Source: an optimization exercise on an open RTL-to-GDS flow (aim: small area, a short achievable clock period and few clock cycles). Production flows keep margins and buffers that such runs may drop.
The RTL was checked by simulation tests, not by an equivalence proof against the original design.
Power and IR drop assume default switching activity.

Setup of try-nickel:
// mips_param_core
module mips_param_core #(
  parameter int DW   = 16,
  parameter int NREG = 8,
  parameter int NOUT = 4
) (
  input  logic               clk,
  input  logic               rst_n,
  input  logic               in_valid,
  output logic               in_ready,
  input  logic [31:0]        instruction,
  input  logic [NOUT*5-1:0]  output_reg,
  output logic               out_valid,
  output logic               instruction_fail,
  output logic [NOUT*DW-1:0] out_data
);
==> flow/config.mk <==
export PLATFORM = sky130hd
export DESIGN_NAME = mips_param_core
export DESIGN_NICKNAME = mips_param_core
export VERILOG_FILES = /design/flow/design.v
export SDC_FILE = /design/flow/constraint.sdc
export NUM_CORES = 4
export LEC_CHECK = 0
export ABC_AREA = 1
export CAP_MARGIN = 20
export CORE_MARGIN = 2
export CORE_UTILIZATION = 55
export SLEW_MARGIN = 20
==> flow/constraint.sdc <==
create_clock -name core_clock -period 32.0 [get_ports {clk}]
set_input_delay 6.4000 -clock core_clock [delete_from_list [all_inputs] [get_ports {clk}]]
set_output_delay 6.4000 -clock core_clock [all_outputs]
set_load 0.01 [all_outputs]
standard.sh (not shown) runs the stock make flow with config.mk's settings and CLKGATE_MAP_FILE= SYNTH_SCRIPT=/design/flow/synth_recipe.tcl, a recipe that flattens the netlist after the stock synthesis.
==> flow/flow/run.sh <==
#!/bin/bash
# Standard ORFS layout, with the standard synthesis unchanged. Only the
# optimisation effort differs: repair_timing is asked to leave
# SETUP_SLACK_MARGIN ns of setup slack at the design's own clock period and
# constraints, and the port buffers are buf_2 rather than the smallest buffer.
set -euo pipefail
bash standard.sh synth > synth.log 2>&1
bash standard.sh SETUP_SLACK_MARGIN=24.5 "BUFFER_PORTS_ARGS=-buffer_cell sky130_fd_sc_hd__buf_2" finish > layout.log 2>&1
Testbench counts of try-nickel, summed over its fixed seeds: cycles 5,203.
Modified inputs, try-fjord compared to try-nickel
diff --git a/flow/design.v b/flow/design.v
--- a/flow/design.v
+++ b/flow/design.v
@@ -134,14 +134,16 @@
   always_comb csub(gu, t, cs0, cs1, cco);
   assign dut = cs1;
   assign dtu = ~cs0;
   assign lt = !cco;
   assign gmin = lt ? gu : t;
   assign vn = lt ? dtu : dut;
-  assign gdone = busy ? (gv == '0 || onehot(gu) || onehot(gv)) : (s0_rs == s0_rt || onehot(a) || onehot(b));
-  assign gres = busy ? (gv == '0 ? gu : DW'(1) << gk) : (s0_rs == s0_rt ? a : DW'(1) << k0);
+  logic gsame;
+  assign gsame = gv == '0 || t == gu;
+  assign gdone = busy ? (gsame || onehot(gu) || onehot(gv)) : (s0_rs == s0_rt || onehot(a) || onehot(b));
+  assign gres = busy ? (gsame ? gu : DW'(1) << gk) : (s0_rs == s0_rt ? a : DW'(1) << k0);
   assign s0_vn = rdy ? in_valid : s0_valid;
   assign busy_n = busy ? !gdone : ex && is_gcd && !bad && !gdone;
   assign fin = busy ? gdone : ex && !(is_gcd && !bad && !gdone);
   assign we = busy ? gdone : ex && !bad;
   assign wa = busy ? g_rd : s0_fa ? s0_rt : rd;
   assign wv = (busy || is_gcd) ? gres : alu;
==> comparison <==
- Between try-nickel and try-fjord, met3 global-route usage is lower for try-fjord, try-nickel comes in above that.
- Via count of the first global-routing pass across try-nickel and try-fjord: no real change.
- Total leakage power (try-fjord over try-nickel): increase, about 0.3%
- Net switching share of the total power delta (try-fjord -> try-nickel): insignificant
- Total instance count after detailed placement: higher on try-fjord
- try-fjord: flow completed, timing, DRC and antenna clean
- Taking try-nickel as the reference, in try-fjord final wirelength decreased by 1.4% relative to the old numbers; number of non-clock buffers in the layout higher; synthesized-area fraction occupied by adder cells now sits at about the same level; met1 routed wirelength after detailed routing shows an increase of about 0.65%.
Testbench counts of try-fjord, summed over its fixed seeds: cycles 5,131.

--- another note on this design; it stands on its own ---

Design mips_param_core, start of the top module:
module mips_param_core #(
  parameter int DW   = 16,
  parameter int NREG = 8,
  parameter int NOUT = 4
) (
  input  logic               clk,
  input  logic               rst_n,
  input  logic               in_valid,
  output logic               in_ready,
  input  logic [31:0]        instruction,
  input  logic [NOUT*5-1:0]  output_reg,
  output logic               out_valid,
  output logic               instruction_fail,
  output logic [NOUT*DW-1:0] out_data
);
Settings: LEC_CHECK=0, ABC_AREA=1, CAP_MARGIN=20, CORE_MARGIN=2, CORE_UTILIZATION=55, SLEW_MARGIN=20; clock period 32.0 ns.
standard.sh (not shown) runs the stock make flow with config.mk's settings and CLKGATE_MAP_FILE= SYNTH_SCRIPT=/design/flow/synth_recipe.tcl, a recipe that flattens the netlist after the stock synthesis.
==> flow/flow/run.sh <==
#!/bin/bash
# Standard ORFS layout, with the standard synthesis unchanged. Only the
# optimisation effort differs: repair_timing is asked to leave
# SETUP_SLACK_MARGIN ns of setup slack at the design's own clock period and
# constraints, and the port buffers are buf_2 rather than the smallest buffer.
set -euo pipefail
bash standard.sh synth > synth.log 2>&1
bash standard.sh SETUP_SLACK_MARGIN=24.2 "BUFFER_PORTS_ARGS=-buffer_cell sky130_fd_sc_hd__buf_2" finish > layout.log 2>&1
The starting point finished clean.
Testbench counts at the start, summed over its fixed seeds: cycles 5,131.
==> next run, changes <==
--- a/flow/flow/run.sh
+++ b/flow/flow/run.sh
@@ -6,3 +6,3 @@
 set -euo pipefail
 bash standard.sh synth > synth.log 2>&1
-bash standard.sh SETUP_SLACK_MARGIN=24.2 "BUFFER_PORTS_ARGS=-buffer_cell sky130_fd_sc_hd__buf_2" finish > layout.log 2>&1
+bash standard.sh SETUP_SLACK_MARGIN=24.5 TNS_END_PERCENT=5 "BUFFER_PORTS_ARGS=-buffer_cell sky130_fd_sc_hd__buf_2" finish > layout.log 2>&1
The new run produced a clean layout.
Utilization grows by 0.97 points.
Global-route usage grows by 0.25 points.
Worst setup slack is about the same.
Cell area grows slightly.

==> what the ideal ports hide <==
In the flow no input, the clock included, has a driving cell. The finished layouts below were timed again as built, in two steps. Step 1, drivers: a clkbuf_16 drives clk and a buf_2 each remaining input, both assumed. Step 2 moves the port delays by t, midway between the first and last clock arrival at a register: inputs arrive t later, outputs are due t later. That takes back most of the time a late clock gives input paths. Slacks: ideal / step 1 / step 2; pairs: ideal / step 1.
run | t, ns | setup slack, ns | worst setup path at the end | latest minus earliest clock arrival (ns)
try-nickel | 0.659 | 24.382 / 24.320 / 24.028 | input, reset recovery | 0.027 / 0.027
try-fjord | 0.669 | 24.351 / 24.293 / 24.128 | input, reset recovery | 0.032 / 0.032
the first run of note 2 | 0.675 | 24.337 / 24.278 / 24.102 | input, reset recovery | 0.026 / 0.026
the second run of note 2 | 0.673 | 24.338 / 24.279 / 24.131 | input, reset recovery | 0.026 / 0.026
After both steps every run listed still meets setup and hold. For try-nickel, which loses most, drivers alone change the setup slack by -0.062 ns; drivers and shift together by -0.354 ns. Setup slack includes reset recovery checks.
